What follows belongs to an exercise in optimizing a design on an open flow for small area, a short achievable clock period and few clock cycles; a production flow would make more cautious choices. Only simulation tests tie the RTL to the original design; equivalence was not proved. Power and IR drop assume default switching activity.

Setup of the baseline:
==> flow/design.v (excerpt) <==
module conv2d_stream #(
  parameter int IMAGE_WIDTH  = 64,
  parameter int IMAGE_HEIGHT = 64,
  parameter int FILTER_SIZE  = 3,
  parameter int STRIDE       = 1,
  parameter int DATA_W       = 8,
  parameter int COEF_W       = 8,
  parameter int ACC_W        = 20
) (
  input  logic                                          clk,
  input  logic                                          rst,
  input  logic                                          start,
  input  logic [FILTER_SIZE*FILTER_SIZE*COEF_W-1:0]     filter,
  input  logic [DATA_W-1:0]                             pix_in,
  input  logic                                          pix_valid,
  output logic                                          pix_ready,
  output logic [ACC_W-1:0]                              res_out,
  output logic                                          res_valid,
  input  logic                                          res_ready,
  output logic                                          busy,
  output logic                                          done,
  output logic [$clog2(IMAGE_HEIGHT)-1:0]               row_count,
  output logic [$clog2(IMAGE_WIDTH)-1:0]                col_count
);
  localparam int M    = 38;    
  localparam int AMAX = 2;     
  logic        pr_q, busy_q, done_q, all_in, fin;
  logic [5:0]  rot;                  
  logic [11:0] ei, ed;               
  logic        v1;                   
  logic        acc, start_e, pop, ofree, deliver, drop, issue;
  logic [2:0]  a;
  logic        a_ok;
  logic [12:0] pn;                   
  logic        lag_ok;
  ...
For scale: about 3,200 cells after synthesis, roughly 1,300 flip-flops, about 120 I/O pins.
export LEC_CHECK = 0
export CAP_MARGIN = 20
export CORE_MARGIN = 2
export CORE_UTILIZATION = 40
export PLACE_DENSITY = 0.6
export SLEW_MARGIN = 20
export SYNTH_HIERARCHICAL = 1
create_clock -name core_clock -period 12.0 [get_ports {clk}]
standard.sh (not shown) runs the stock make flow with config.mk's settings and CLKGATE_MAP_FILE= SYNTH_SCRIPT=/design/flow/synth_recipe.tcl, a recipe that flattens the netlist after the stock synthesis.
==> flow/flow/run.sh <==
#!/bin/bash
# The standard layout (standard.sh: the standard flow's synthesis and ORFS flow), with
# faster port buffers and timing repair aimed below the 12 ns clock.
set -euo pipefail
bash standard.sh \
  BUFFER_PORTS_ARGS="-buffer_cell sky130_fd_sc_hd__buf_2" \
  SETUP_SLACK_MARGIN=8.4 \
  TNS_END_PERCENT=0 \
  finish > flow_make.log 2>&1
Testbench counts of the baseline, summed over its fixed seeds: cycles 98,424.
Setup changes, the baseline to the candidate
==> flow/run.sh (new file) <==
#!/bin/bash
# synth_recipe.tcl (not shown) runs the flow's synth.tcl, then flattens the netlist and writes it again
# the make line also repeats each setting of config.mk as NAME=value (left out here)
make -C /OpenROAD-flow-scripts/flow DESIGN_CONFIG=/design/flow/config.mk WORK_HOME=/design/flow/orfs CLKGATE_MAP_FILE= SYNTH_SCRIPT=/design/flow/synth_recipe.tcl finish
removed: flow/flow/run.sh
removed: flow/standard.sh
Notes after the runs:
The candidate reached the end of the flow, and the finished layout is clean on the timing, DRC and antenna checks.
The baseline vs the candidate, kind of critical path: reg -> reg vs in -> reg
Sort the baseline and the candidate by area growth from synthesis to layout asc -> top: the baseline
Via count of the candidate is on par with the baseline.
Going from the baseline to the candidate, combinational power shrank by a little under 10%.

Another version of the RTL of conv2d_stream (not shown whole).
Size: about 3500 cells after synthesis, roughly 1500 flip-flops, roughly 120 I/O pins, roughly 49000 sq um of cells after synthesis.
export LEC_CHECK = 0
export CAP_MARGIN = 20
export CORE_MARGIN = 2
export CORE_UTILIZATION = 40
export CTS_CLUSTER_DIAMETER = 80
export CTS_CLUSTER_SIZE = 30
export PLACE_DENSITY = 0.6
export SLEW_MARGIN = 20
export SYNTH_HIERARCHICAL = 1
create_clock -name core_clock -period 12.0 [get_ports {clk}]
==> flow/flow/run.sh <==
#!/bin/bash
# The standard layout (standard.sh: the standard flow's synthesis and ORFS flow), with
# faster port buffers and timing repair aimed below the 12 ns clock.
set -euo pipefail
bash standard.sh \
  BUFFER_PORTS_ARGS="-buffer_cell sky130_fd_sc_hd__buf_2" \
  SETUP_SLACK_MARGIN=8.4 \
  TNS_END_PERCENT=0 \
  finish > flow_make.log 2>&1
Testbench counts at the start, summed over its fixed seeds: cycles 98,448.
Edit:
- CTS_CLUSTER_DIAMETER: 80 -> 60
- CTS_CLUSTER_SIZE: 30 -> 24
Global-route usage rises by 0.29 points.
Final area is higher by 2.6%.
Utilization climbs by 1.1 points.
Area after synthesis stays the same.

rev 12:
Another version of the RTL of conv2d_stream (not shown whole).
Size: roughly 1300 flip-flops, about 45000 um2 of cells after synthesis.
Settings: LEC_CHECK=0, CAP_MARGIN=20, CORE_MARGIN=2, CORE_UTILIZATION=60, PLACE_DENSITY=0.75, SLEW_MARGIN=20, SYNTH_HIERARCHICAL=1; clock period 12.0 ns.
Scripts as last shown in full above: flow/flow/run.sh
Testbench counts of rev 12, summed over its fixed seeds: cycles 98,424.
Setup changes, rev 12 to rev 13
Settings: CORE_UTILIZATION now 40, was 60; PLACE_DENSITY now 0.6, was 0.75.
[summary]
Rev 13 went all the way through synthesis, placement and routing and the layout is clean on timing, DRC and antenna.
Relative to rev 12, the wire length on met3 measured on rev 13 has decreased by more than 10%.
Row final worst-path cycle share: rev 13 lower / rev 12 higher
Summary: with rev 12 as the reference, count of non-filler cells in the finished layout in rev 13 moved up by more than 10%.
Looking at startpoint of the worst setup timing path, the q_fs803$_DFF_P_ result is from rev 13; the q_fs647$_DFF_P_ one comes from rev 12.
Rev 12 -> rev 13: final sum of negative setup slack delta 0, exact match
Run comparison: rev 13 end point of the critical path res_out[7]$_DFFE_PP_; rev 12 end point of the critical path res_out[16]$_DFFE_PP_
From rev 12 to rev 13 the numbers moved as follows: via count now sits lower; highest clock frequency the design can meet now sits higher.

## raven
conv2d_stream, a different RTL version from the one above (not shown whole).
Size in the first run: about 3400 cells after synthesis, roughly 47000 sq um of cells after synthesis.
export LEC_CHECK = 0
export CAP_MARGIN = 20
export CORE_MARGIN = 2
export CORE_UTILIZATION = 40
export CTS_CLUSTER_DIAMETER = 80
export CTS_CLUSTER_SIZE = 30
export PLACE_DENSITY = 0.6
export SLEW_MARGIN = 20
export SYNTH_HIERARCHICAL = 1
create_clock -name core_clock -period 12.0 [get_ports {clk}]
==> flow/flow/run.sh <==
#!/bin/bash
# The standard layout (standard.sh: the standard flow's synthesis and ORFS flow), with
# faster port buffers and timing repair aimed below the 12 ns clock.
set -euo pipefail
bash standard.sh \
  BUFFER_PORTS_ARGS="-buffer_cell sky130_fd_sc_hd__buf_2" \
  SETUP_SLACK_MARGIN=8.4 \
  TNS_END_PERCENT=100 \
  finish > flow_make.log 2>&1
No stage failed in raven, and the final checks on the layout all came back clean.
Testbench counts of raven, summed over its fixed seeds: cycles 98,448.
--- input diff raven..maple ---
Settings: PLACE_DENSITY now 0.8, was 0.6; CORE_UTILIZATION now 70, was 40.
--- a/flow/flow/run.sh
+++ b/flow/flow/run.sh
@@ -6,4 +6,4 @@
   BUFFER_PORTS_ARGS="-buffer_cell sky130_fd_sc_hd__buf_2" \
   SETUP_SLACK_MARGIN=8.4 \
-  TNS_END_PERCENT=100 \
+  TNS_END_PERCENT=0 \
   finish > flow_make.log 2>&1
### Flow results
- Across maple and raven, none had a timing, DRC or antenna violation.
- maple: stage delay of the slowest cell on the critical path is 60 ps higher than what raven reported.
- Fraction of area in registers, maple and raven: higher on maple
- Via count, maple vs raven: up by a few percent
- maple vs. raven: utilization increased by 30 points relative to the old numbers, power share of the combinational group increased by 0.2 points relative to the old numbers, global-route usage over all layers increased by 14 points relative to the old numbers.
- In the flow results for maple and raven, the sequential fraction of design power is smaller on raven.
- Of the two values seen for launch point of the worst path, res_out[17] was produced by raven and res_out[2] by maple.
- Of maple and raven, it is maple that has the lower relative area of non-clock buffer cells in the final design.
- Minimum clock period after layout (maple over raven): increase, 17 ps
Modified inputs, tundra compared to maple
Settings: swapping 0.8 for 0.7 in PLACE_DENSITY; swapping 70 for 55 in CORE_UTILIZATION.
### Flow results
Delta (tundra minus maple): final cell count up 6.6%; detail-routed via count per cell went down about 9%; part of the total power dissipated in combinational logic lower; worst setup slack rose 6.1 ps; multi-input gate share of total cell area decreased by 0.37 points relative to the old numbers.
The last element of the critical path comes out res_out[5] in one run and res_out[2] in the other, namely in tundra and maple respectively.
Number of distinct library cells after synthesis: maple vs tundra identical
What zinc does differently from tundra at the input level:
Settings: changing CORE_UTILIZATION from 55 to 40; changing PLACE_DENSITY from 0.7 to 0.6.
### Flow results
zinc ends up with a starting utilization of the core area that is 15 points lower than in tundra.
On pin slew with the least headroom to its limit, the higher figure sits with tundra, not zinc.
When the final numbers for zinc and tundra were put side by side, the wire length of the first global-routing pass turned out to be greater in zinc.
Compared with tundra, in zinc fraction of power consumed by combinational cells barely changed; tightest hold margin dropped 4.0 ps.
zinc leaves less setup margin than tundra.
Average detailed-routed wire length per instance: higher on tundra
zinc and tundra ended up with roughly the same sequential share of the synthesized area.
As far as cell area after synthesis goes, zinc and tundra are indistinguishable; the numbers are identical.

separate check: timing with driven ports:
The results above use ideal ports. As a check the final layouts listed here were re-extracted and re-timed, cells and wires unchanged. Step 1, drivers: a clkbuf_16 drives clk and a buf_2 each remaining input, both assumed. Step 2 also shifts input and output timing later by t, the mid clock arrival at the registers, as if the neighbouring blocks saw the same clock. a / b / c = no drivers / after step 1 / after step 2; a / b = the first two.
run | shift t [ns] | slack for setup (ns) | worst hold slack (ns)
the baseline | 0.750 | 7.676 / 7.676 / 7.211 | 0.225 / 0.225 / 0.225
the candidate | 0.743 | 7.288 / 7.329 / 6.586 | 0.234 / 0.234 / 0.234
the first run of note 2 | 0.752 | 8.195 / 8.126 / 7.781 | 0.306 / 0.306 / 0.306
the second run of note 2 | 0.775 | 8.171 / 8.102 / 7.780 | 0.308 / 0.308 / 0.308
rev 12 | 0.758 | 7.892 / 7.892 / 7.828 | 0.255 / 0.255 / 0.255
rev 13 | 0.773 | 7.916 / 7.916 / 7.745 | 0.308 / 0.308 / 0.308
raven | 0.745 | 8.351 / 8.282 / 7.819 | 0.306 / 0.306 / 0.306
maple | 0.722 | 8.334 / 8.264 / 7.896 | 0.320 / 0.320 / 0.320
tundra | 0.733 | 8.340 / 8.271 / 7.850 | 0.320 / 0.320 / 0.320
zinc | 0.748 | 8.282 / 8.211 / 7.859 | 0.316 / 0.316 / 0.316
After both steps every run listed still meets setup and hold. The setup slack of the candidate, which loses most, moves by +0.041 ns with the drivers and by -0.702 ns with both steps.
